This design comes from an exercise in tuning for a short achievable clock period and few clock cycles on the open sky130 flow, not from production work.
Function was checked by simulation only, so behaviour that the tests miss may differ from the original.
Power and IR drop assume default switching activity.

==> design.v <==
`default_nettype none
package s64_isa_pkg;
    localparam int XLEN     = 64;
    localparam int NIBBLE   = 4;
    localparam int MAX_SLOT = 7;
    localparam logic [NIBBLE-1:0] OPC_NOP    = 4'h0;
    localparam logic [NIBBLE-1:0] OPC_LIT8   = 4'h1;
    localparam logic [NIBBLE-1:0] OPC_LIT16  = 4'h2;
    localparam logic [NIBBLE-1:0] OPC_LIT32  = 4'h3;
    localparam logic [NIBBLE-1:0] OPC_STORES = 4'h4;
    localparam logic [NIBBLE-1:0] OPC_INTOPS = 4'h5;
    localparam logic [NIBBLE-1:0] OPC_STKOPS = 4'h6;
    localparam logic [NIBBLE-1:0] N_SBM = 4'h0;
    localparam logic [NIBBLE-1:0] N_SHM = 4'h1;
    localparam logic [NIBBLE-1:0] N_SWM = 4'h2;
    localparam logic [NIBBLE-1:0] N_SDM = 4'h3;
    localparam logic [NIBBLE-1:0] N_ADD  = 4'h0;
    localparam logic [NIBBLE-1:0] N_SUB  = 4'h1;
    localparam logic [NIBBLE-1:0] N_SLL  = 4'h2;
    localparam logic [NIBBLE-1:0] N_SLT  = 4'h3;
    localparam logic [NIBBLE-1:0] N_SLTU = 4'h4;
    localparam logic [NIBBLE-1:0] N_SGE  = 4'h5;
    localparam logic [NIBBLE-1:0] N_SGEU = 4'h6;
    localparam logic [NIBBLE-1:0] N_SEQ  = 4'h7;
    localparam logic [NIBBLE-1:0] N_SNE  = 4'h8;
    localparam logic [NIBBLE-1:0] N_XOR  = 4'h9;
    localparam logic [NIBBLE-1:0] N_SRL  = 4'hA;
    localparam logic [NIBBLE-1:0] N_SRA  = 4'hB;
    localparam logic [NIBBLE-1:0] N_OR   = 4'hC;
    localparam logic [NIBBLE-1:0] N_AND  = 4'hD;
    localparam logic [NIBBLE-1:0] N_BIC  = 4'hE;
    localparam logic [NIBBLE-1:0] N_DROP = 4'h0;
    localparam logic [NIBBLE-1:0] N_DUP  = 4'h1;
    localparam logic [NIBBLE-1:0] N_OVER = 4'h2;
    localparam logic [NIBBLE-1:0] N_SWAP = 4'h3;
    localparam logic [NIBBLE-1:0] N_ROT  = 4'h4;
    localparam logic [3:0] SA_HOLD  = 4'h0;
    localparam logic [3:0] SA_LIT   = 4'h1;
    localparam logic [3:0] SA_BINOP = 4'h2;
    localparam logic [3:0] SA_POP2  = 4'h3;
    localparam logic [3:0] SA_DROP  = 4'h4;
    localparam logic [3:0] SA_DUP   = 4'h5;
    localparam logic [3:0] SA_OVER  = 4'h6;
    localparam logic [3:0] SA_SWAP  = 4'h7;
    localparam logic [3:0] SA_ROT   = 4'h8;
    localparam logic [1:0] SZ_BYTE   = 2'd0;
    localparam logic [1:0] SZ_HALF   = 2'd1;
    localparam logic [1:0] SZ_WORD   = 2'd2;
    localparam logic [1:0] SZ_DOUBLE = 2'd3;
    typedef struct packed {
        logic [NIBBLE-1:0]       count;
        logic [1:15][NIBBLE-1:0] slot;
    } slot_view_t;
    typedef union packed {
        slot_view_t      slots;
        logic [XLEN-1:0] raw;
    } packet_u;
endpackage
`default_nettype wire
`default_nettype none
package s64_bus_pkg;
    localparam int ADR_W = 61;
    localparam int LANES = 8;
    localparam logic [ADR_W-1:0] RESET_VECTOR = 61'h1C00_0000_0000_0000;
endpackage
`default_nettype wire
`default_nettype none
import s64_isa_pkg::*;
import s64_bus_pkg::*;
module s64_sequencer (
    input  logic                            clk_i,
    input  logic                            rst_i,
    input  logic [s64_isa_pkg::XLEN-1:0]    dat_i,
    input  logic [5:0]                      shift_i,
    output logic                            fetch_o,
    output logic [s64_bus_pkg::ADR_W-1:0]   ptr_o,
    output logic [3:0]                      opcode_o,
    output logic [31:0]                     operand_o
);
    logic [3:0] t;
    logic [XLEN-1:0] ir;
    logic [XLEN-1:0] opr;
    logic [3:0]      ir_count;
    logic [3:0]      ir_slot [1:15];
    assign ir_count = ir[63:60];
    for (genvar n = 1; n <= 15; n++) begin : g_slot
        assign ir_slot[n] = ir[63-4*n -: 4];
    end
    assign fetch_o = (t == 4'd0) || (t >= ir_count);
    always_comb begin
        opcode_o = OPC_NOP;
        if (!fetch_o && (t <= MAX_SLOT)) begin
            opcode_o = ir_slot[t];
        end
    end
    assign operand_o = opr[31:0];
    always_ff @(posedge clk_i) begin
        if (rst_i) begin
            t     <= 4'd0;
            ptr_o <= RESET_VECTOR;
        end else if (fetch_o) begin
            t     <= 4'd1;
            ptr_o <= ptr_o + 1'b1;
        end else begin
            t <= t + 4'd1;
        end
    end
    always_ff @(posedge clk_i) begin
        if (fetch_o) begin
            ir  <= dat_i;
            opr <= dat_i;
        end else begin
            opr <= opr >> shift_i;
        end
    end
endmodule
`default_nettype wire
`default_nettype none
import s64_isa_pkg::*;
module s64_decoder (
    input  logic [3:0]                      opcode_i,
    input  logic [31:0]                     operand_i,
    output logic [3:0]                      action_o,
    output logic [s64_isa_pkg::XLEN-1:0]    lit_o,
    output logic [5:0]                      shift_o,
    output logic                            store_o,
    output logic [1:0]                      size_o,
    output logic [3:0]                      alu_op_o
);
    logic [NIBBLE-1:0] sub;
    assign sub      = operand_i[NIBBLE-1:0];
    assign alu_op_o = sub;
    always_comb begin
        action_o = SA_HOLD;
        lit_o    = '0;
        shift_o  = 6'd0;
        store_o  = 1'b0;
        size_o   = SZ_DOUBLE;
        case (opcode_i)
            OPC_LIT8: begin
                action_o = SA_LIT;
                lit_o    = {{(XLEN-8){operand_i[7]}}, operand_i[7:0]};
                shift_o  = 6'd8;
            end
            OPC_LIT16: begin
                action_o = SA_LIT;
                lit_o    = {{(XLEN-16){operand_i[15]}}, operand_i[15:0]};
                shift_o  = 6'd16;
            end
            OPC_LIT32: begin
                action_o = SA_LIT;
                lit_o    = {{(XLEN-32){operand_i[31]}}, operand_i[31:0]};
                shift_o  = 6'd32;
            end
            OPC_STORES: begin
                shift_o = 6'd4;
                case (sub)
                    N_SBM:   size_o = SZ_BYTE;
                    N_SHM:   size_o = SZ_HALF;
                    N_SWM:   size_o = SZ_WORD;
                    default: size_o = SZ_DOUBLE;
                endcase
                if (sub <= N_SDM) begin
                    store_o  = 1'b1;
                    action_o = SA_POP2;
                end
            end
            OPC_INTOPS: begin
                shift_o = 6'd4;
                if (sub <= N_BIC) begin
                    action_o = SA_BINOP;
                end
            end
            OPC_STKOPS: begin
                shift_o = 6'd4;
                case (sub)
                    N_DROP:  action_o = SA_DROP;
                    N_DUP:   action_o = SA_DUP;
                    N_OVER:  action_o = SA_OVER;
                    N_SWAP:  action_o = SA_SWAP;
                    N_ROT:   action_o = SA_ROT;
                    default: action_o = SA_HOLD;
                endcase
            end
            default: begin
                shift_o = 6'd0;
            end
        endcase
    end
endmodule
`default_nettype wire
`default_nettype none
import s64_isa_pkg::*;
module s64_operand_stack (
    input  logic                            clk_i,
    input  logic [3:0]                      action_i,
    input  logic [s64_isa_pkg::XLEN-1:0]    lit_i,
    input  logic [s64_isa_pkg::XLEN-1:0]    alu_i,
    output logic [s64_isa_pkg::XLEN-1:0]    x_o,
    output logic [s64_isa_pkg::XLEN-1:0]    y_o,
    output logic [s64_isa_pkg::XLEN-1:0]    z_o
);
    logic [XLEN-1:0] nx, ny, nz;
    logic [XLEN-1:0] spill [0:3];
    logic            push, pop1, pop2;
    always_comb begin
        nz   = z_o;
        ny   = y_o;
        nx   = x_o;
        push = 1'b0;
        pop1 = 1'b0;
        pop2 = 1'b0;
        case (action_i)
            SA_LIT:   begin nz = lit_i; ny = z_o; nx = y_o; push = 1'b1; end
            SA_DUP:   begin nz = z_o; ny = z_o; nx = y_o; push = 1'b1; end
            SA_OVER:  begin nz = y_o; ny = z_o; nx = y_o; push = 1'b1; end
            SA_BINOP: begin nz = alu_i; ny = x_o; nx = spill[0]; pop1 = 1'b1; end
            SA_DROP:  begin nz = y_o; ny = x_o; nx = spill[0]; pop1 = 1'b1; end
            SA_POP2:  begin nz = x_o; ny = spill[0]; nx = spill[1]; pop2 = 1'b1; end
            SA_SWAP:  begin nz = y_o; ny = z_o; end
            SA_ROT:   begin nz = x_o; ny = z_o; nx = y_o; end
            default:  begin nz = z_o; end
        endcase
    end
    always_ff @(posedge clk_i) begin
        z_o <= nz;
        y_o <= ny;
        x_o <= nx;
        if (push) begin
            spill[0] <= x_o;
            for (int i = 1; i < 4; i++) begin
                spill[i] <= spill[i-1];
            end
        end else if (pop1) begin
            for (int i = 0; i < 3; i++) begin
                spill[i] <= spill[i+1];
            end
        end else if (pop2) begin
            spill[0] <= spill[2];
            spill[1] <= spill[3];
            spill[2] <= spill[3];
        end
    end
endmodule
`default_nettype wire
`default_nettype none
import s64_isa_pkg::*;
module s64_alu (
    input  logic [3:0]                      op_i,
    input  logic [s64_isa_pkg::XLEN-1:0]    a_i,
    input  logic [s64_isa_pkg::XLEN-1:0]    b_i,
    output logic [s64_isa_pkg::XLEN-1:0]    result_o
);
    logic [5:0] shamt;
    assign shamt = b_i[5:0];
    always_comb begin
        case (op_i)
            N_ADD:   result_o = a_i + b_i;
            N_SUB:   result_o = a_i - b_i;
            N_SLL:   result_o = a_i << shamt;
            N_SLT:   result_o = XLEN'($signed(a_i) < $signed(b_i));
            N_SLTU:  result_o = XLEN'(a_i < b_i);
            N_SGE:   result_o = XLEN'($signed(a_i) >= $signed(b_i));
            N_SGEU:  result_o = XLEN'(a_i >= b_i);
            N_SEQ:   result_o = XLEN'(a_i == b_i);
            N_SNE:   result_o = XLEN'(a_i != b_i);
            N_XOR:   result_o = a_i ^ b_i;
            N_SRL:   result_o = a_i >> shamt;
            N_SRA:   result_o = $signed(a_i) >>> shamt;
            N_OR:    result_o = a_i | b_i;
            N_AND:   result_o = a_i & b_i;
            N_BIC:   result_o = a_i & ~b_i;
            default: result_o = '0;
        endcase
    end
endmodule
`default_nettype wire
`default_nettype none
import s64_isa_pkg::*;
import s64_bus_pkg::*;
module s64_bus_master (
    input  logic                            rst_i,
    input  logic                            fetch_i,
    input  logic [s64_bus_pkg::ADR_W-1:0]   ptr_i,
    input  logic                            store_i,
    input  logic [1:0]                      size_i,
    input  logic [s64_isa_pkg::XLEN-1:0]    addr_i,
    input  logic [s64_isa_pkg::XLEN-1:0]    data_i,
    output logic [s64_bus_pkg::ADR_W-1:0]   adr_o,
    output logic                            cyc_o,
    output logic                            stb_o,
    output logic                            we_o,
    output logic                            vpa_o,
    output logic [s64_bus_pkg::LANES-1:0]   sel_o,
    output logic [s64_isa_pkg::XLEN-1:0]    dat_o
);
    assign stb_o = cyc_o;
    always_comb begin
        adr_o = '0;
        cyc_o = 1'b0;
        we_o  = 1'b0;
        vpa_o = 1'b0;
        sel_o = '0;
        dat_o = '0;
        if (!rst_i && fetch_i) begin
            adr_o = ptr_i;
            cyc_o = 1'b1;
            vpa_o = 1'b1;
            sel_o = '1;
        end else if (!rst_i && store_i) begin
            adr_o = addr_i[XLEN-1:3];
            cyc_o = 1'b1;
            we_o  = 1'b1;
            case (size_i)
                SZ_BYTE: begin
                    sel_o = LANES'(1) << addr_i[2:0];
                    dat_o = {LANES{data_i[7:0]}};
                end
                SZ_HALF: begin
                    sel_o = LANES'(3) << {addr_i[2:1], 1'b0};
                    dat_o = {(LANES/2){data_i[15:0]}};
                end
                SZ_WORD: begin
                    sel_o = LANES'(15) << {addr_i[2], 2'b00};
                    dat_o = {(LANES/4){data_i[31:0]}};
                end
                default: begin
                    sel_o = '1;
                    dat_o = data_i;
                end
            endcase
        end
    end
endmodule
`default_nettype wire
`default_nettype none
import s64_isa_pkg::*;
import s64_bus_pkg::*;
module s64_core (
    input  logic                            clk_i,
    input  logic                            rst_i,
    input  logic [s64_isa_pkg::XLEN-1:0]    dat_i,
    output logic [s64_bus_pkg::ADR_W-1:0]   adr_o,
    output logic                            cyc_o,
    output logic                            stb_o,
    output logic                            we_o,
    output logic                            vpa_o,
    output logic [s64_bus_pkg::LANES-1:0]   sel_o,
    output logic [s64_isa_pkg::XLEN-1:0]    dat_o
);
    logic             fetch;
    logic [ADR_W-1:0] ptr;
    logic [3:0]       opcode;
    logic [31:0]      operand;
    logic [3:0]       action;
    logic [XLEN-1:0]  lit;
    logic [5:0]       shift;
    logic             store;
    logic [1:0]       size;
    logic [3:0]       alu_op;
    logic [XLEN-1:0]  y, z;
    logic [XLEN-1:0]  alu_result;
    s64_sequencer u_seq (
        .clk_i     (clk_i),
        .rst_i     (rst_i),
        .dat_i     (dat_i),
        .shift_i   (shift),
        .fetch_o   (fetch),
        .ptr_o     (ptr),
        .opcode_o  (opcode),
        .operand_o (operand)
    );
    s64_decoder u_dec (
        .opcode_i  (opcode),
        .operand_i (operand),
        .action_o  (action),
        .lit_o     (lit),
        .shift_o   (shift),
        .store_o   (store),
        .size_o    (size),
        .alu_op_o  (alu_op)
    );
    s64_operand_stack u_stack (
        .clk_i    (clk_i),
        .action_i (action),
        .lit_i    (lit),
        .alu_i    (alu_result),
        .x_o      (),
        .y_o      (y),
        .z_o      (z)
    );
    s64_alu u_alu (
        .op_i     (alu_op),
        .a_i      (y),
        .b_i      (z),
        .result_o (alu_result)
    );
    s64_bus_master u_bus (
        .rst_i   (rst_i),
        .fetch_i (fetch),
        .ptr_i   (ptr),
        .store_i (store),
        .size_i  (size),
        .addr_i  (z),
        .data_i  (y),
        .adr_o   (adr_o),
        .cyc_o   (cyc_o),
        .stb_o   (stb_o),
        .we_o    (we_o),
        .vpa_o   (vpa_o),
        .sel_o   (sel_o),
        .dat_o   (dat_o)
    );
endmodule
`default_nettype wire
==> run.sh <==
#!/bin/bash
# synth_recipe.tcl (not shown) runs the flow's synth.tcl, then flattens the netlist and writes it again
# the make line also repeats each setting of config.mk as NAME=value (left out here)
make -C /OpenROAD-flow-scripts/flow DESIGN_CONFIG=/design/flow/config.mk WORK_HOME=/design/flow/orfs CLKGATE_MAP_FILE= SYNTH_SCRIPT=/design/flow/synth_recipe.tcl finish
==> config.mk <==
export PLATFORM = sky130hd
export DESIGN_NAME = s64_core
export DESIGN_NICKNAME = s64_core
export VERILOG_FILES = /design/flow/design.v
export SDC_FILE = /design/flow/constraint.sdc
export NUM_CORES = 4
export LEC_CHECK = 0
export CAP_MARGIN = 20
export CORE_MARGIN = 2
export CORE_UTILIZATION = 40
export SLEW_MARGIN = 20
==> constraint.sdc <==
create_clock -name core_clock -period 7.0 [get_ports {clk_i}]
set_input_delay 1.4000 -clock core_clock [delete_from_list [all_inputs] [get_ports {clk_i}]]
set_output_delay 1.4000 -clock core_clock [all_outputs]
set_load 0.01 [all_outputs]
==> impl_metrics.ini <==
[drt]
drcViolationCount = 0
vias_per_cell = 6.95
drt_pass1_iterations = 6
drt_iter0_markers = 9377
ant_nets = 0
wl_mm = 268
vias = 52700
post_drt_wl_per_cell_um = 35.4

[global_route]
grt_pass1_vias = 47400
grt_overflow = 0
grt_pass1_wl_mm = 370
track_usage = 0.393
grt_max_degree = 200
antenna_found_initial = 18

[cts]
cts_max_path_buffers = 3
cts_tree = done
clk-insertion-delay-late_ns = 0.73
cts_sinks = 641
h-tree-depth = 3
cts_hold_buffers = 0
root_buffer = clkbuf_16
path_clk_slew_ns = 0.06
numCtsBuffers = 76

[layout]
finalNonFillerCells = 7576
layout-drive-gt1-share = 0.116
synthToLayoutAreaGrowth_pct = 13.0
nNetsFinal = 6118
fin_area_sq_um = 58100

[pwr]
ir_drop_uv = 218
p_per_area_nw_per_um2 = 413
power.leakage_nw = 22.3

[die]
rows = 131
die_h_um = 363
die_w_um = 363
dieArea_sq_um = 131000
ios = 203
initial_core_util = 0.403
core_sq_um = 128000

[critical_path]
rrSetupSlack_ns = 0.97
endpoint_kind = output port
critPathCapture = sel_o[5]
crit_required_ns = 5.60
arrival_ns = 5.11
crit_type = reg -> out
reg2reg_from = u_stack.y_o[12]
critPathMaxFanout = 23
critPathLaunchType = flip-flop
reg2regPathDepth = 14
critPathLaunch = u_seq.t[1]
reg2reg_to = u_stack.z_o[45]

[min_path]
holdCritStartpoint = u_stack.spill[2][8]
min_path_cells = 0
hold_class = reg -> reg

[synth]
ys_async_sr_fraction = 0
syn_area_sq_um = 51400
ys_warn_count = 11
yosysTopAreaCellShare = 0.304
ys_seq_area_frac = 0.351
postSynthAreaPerCell_sq_um = 8.79
yosys.area.top_type = edfxtp_1
synth_cells = 5855
synth-seq-cells = 641
synth_nets = 6124
synth-edff-count = 520
synthDistinctLibCells = 93
ys_top_cells_by_area = edfxtp_1, mux4_2, nand2_1
synth-main-ff-cell = edfxtp_1

[status]
status = no timing/DRC/antenna violations

[sta]
setup_viol = 0
tightest_slew_ns = 1.31
drv_slew = 0
clock.fmax_mhz = 154
slew_headroom = 0.121
period_minus_slack_ns = 6.51
hold_slack_ns = 0.478
hold_violations = 0
tns_ns = 0
min_period_over_period = 0.930
skew_ns = 0.0452
rsz0062_at_grt = false

[placement]
dp_hpwl_mm = 197
io_buffers = 202
dpl_cell_area_sq_um = 55500
gp_congestion = 1.14
dp_cells = 7429

[job]
cap_violations = 0
-- cells by family (layout without fill, tap and decap cells) --
family / Yosys count / count (layout) / synth area share
AOI/OAI and AO/OA: 1856 / 1856 / 0.238
xor gates and xnor gates: 102 / 102 / 0.0174
adders and majority gates: 203 / 203 / 0.0497
buffers and inverters: 729 / 778 / 0.0558
DFF: 641 / 641 / 0.351
muxes: 540 / 540 / 0.142
other: 0 / 9 / 0
and+or+nand+nor: 1784 / 1785 / 0.147
-- state kept, by name, indices dropped and copies added, names as in the netlist --
name / cells
u_seq.ir: 64
u_seq.opr: 64
u_seq.ptr_o: 61
u_seq.t: 4
u_stack.spill: 256
u_stack.x_o: 64
u_stack.y_o: 64
u_stack.z_o: 64
-- layer usage --
metal  wire length, um  part of all wire  vias up  GRT usage
li1                  -                 -    21900          -
met1            110000              0.41    26000      0.560
met2            100000              0.37     4169      0.503
met3             46300              0.17      632      0.195
met4             11000             0.041       26      0.136
met5               241           0.00090        -    0.00481
-- critical path, stage by stage (launching register included) --
cell and delay (ns):
dfxtp_1 0.41, ha_1 0.59, a22oi_1 0.13, a311oi_1 0.36, a311oi_2 0.10, a21o_1 0.22
buf_4 0.20, o21ai_1 0.47, nor3_4 0.14, nand2b_4 0.38, clkinv_1 0.40, nor2_2 0.35
a21oi_1 0.09, clkdlybuf4s50_1 0.50
-- synthesized netlist by cell type (17+ instances only) --
library cell and number:
ha_1 201, nand2b_1 33, nor3_1 83, o221ai_1 49, mux2i_1 311, o211ai_1 62, o21bai_1 47, o2111ai_1 18
nand2_1 831, a211oi_1 72, a21o_1 31, a221o_1 48, a221oi_1 61, a22oi_1 116, nand3_1 99, or3_1 34
a22oi_2 49, buf_1 58, nand4_1 25, dfxtp_1 121, mux4_2 141, o21ai_0 516, a22o_1 31, nor2b_1 26
a31oi_1 72, clkbuf_1 365, edfxtp_1 520, o31ai_1 31, nor2_1 546, inv_1 219, nor4_1 19, a21oi_1 433
o22ai_1 52, and3_1 17, buf_2 72, mux2_2 88, xnor2_1 79, xor2_1 23
-- power breakdown --
part           leakage, nW  internal (mW)  switching [mW]  total [mW]
clock                 1.22           2.29            1.80        4.09
combinational         15.2           4.04            9.29        13.3
sequential            5.91           5.43            1.17        6.60
-- layout by cell type (no fill, tap or decap), types with 141 or more instances in the layout --
| cell | synthesis | routed |
|---|---|---|
| nand2_1 | 831 | 826 |
| nor2_1 | 546 | 538 |
| edfxtp_1 | 520 | 520 |
| o21ai_0 | 516 | 516 |
| a21oi_1 | 433 | 431 |
| mux2i_1 | 311 | 311 |
| inv_1 | 219 | 218 |
| clkdlybuf4s50_1 | 0 | 201 |
| ha_1 | 201 | 199 |
| buf_4 | 2 | 197 |
| mux4_2 | 141 | 141 |
-- cell type report --
cell class	instances	area (sq um)
multi-input cells	4486	30800
inverters	227	858
clock buffers	105	2150
clock inverters	29	377
repair buffers	417	3840
flip-flops and latches	641	18000
well taps	1662	2080
diodes	9	22.5
fillers	12400	69400
-- how the worst min path moves through the flow --
stage | to
after floorplan | u_stack.spill[3][0]
after global placement | u_stack.spill[3][56]
after detailed placement | u_stack.spill[3][54]
after CTS | u_stack.spill[3][56]
after global routing | u_stack.spill[3][56]
final | u_stack.spill[3][8]
-- repair_timing --
action | CTS | global route
setup buffers | 0 | 1
setup endpoints to repair | 0 | 93
resized for setup | 0 | 7
-- stage by stage --
step	worst slack, ns	utilization	power [mW]
2_1_floorplan	0.872	-	13.6
3_3_place_gp	1.04	0.435	19.0
4_1_cts	0.0857	0.455	23.1
3_5_place_dp	0.902	0.435	19.0
6_report	0.487	0.456	24.0
5_1_grt	0.153	0.456	24.6
Testbench counts, summed over its fixed seeds: cycles 38,766.

-- static timing again, ports no longer ideal --
The results above use ideal ports. As a check the final layout listed here was re-extracted and re-timed, cells and wires unchanged. Step 1, drivers: a clkbuf_16 drives clk_i and a buf_2 each remaining input, both assumed. Step 2 adds t to the input delays and takes it off the output delays; t is the mean of the earliest and latest rising clock arrival at the registers after step 1. Input paths then give back, and output paths get back, about the clock's delay inside the block. Slacks: no drivers / after step 1 / after step 2; pairs: no drivers / after step 1.
shift t [ns]: 0.788
setup slack, ns: 0.487 / 0.407 / 0.972
worst setup path at the end: register to register
clock arrival spread, ns: 0.045 / 0.045
After both steps setup and hold are still met in this run. The setup slack of this run moves by -0.080 ns with the drivers and by +0.485 ns with both steps.
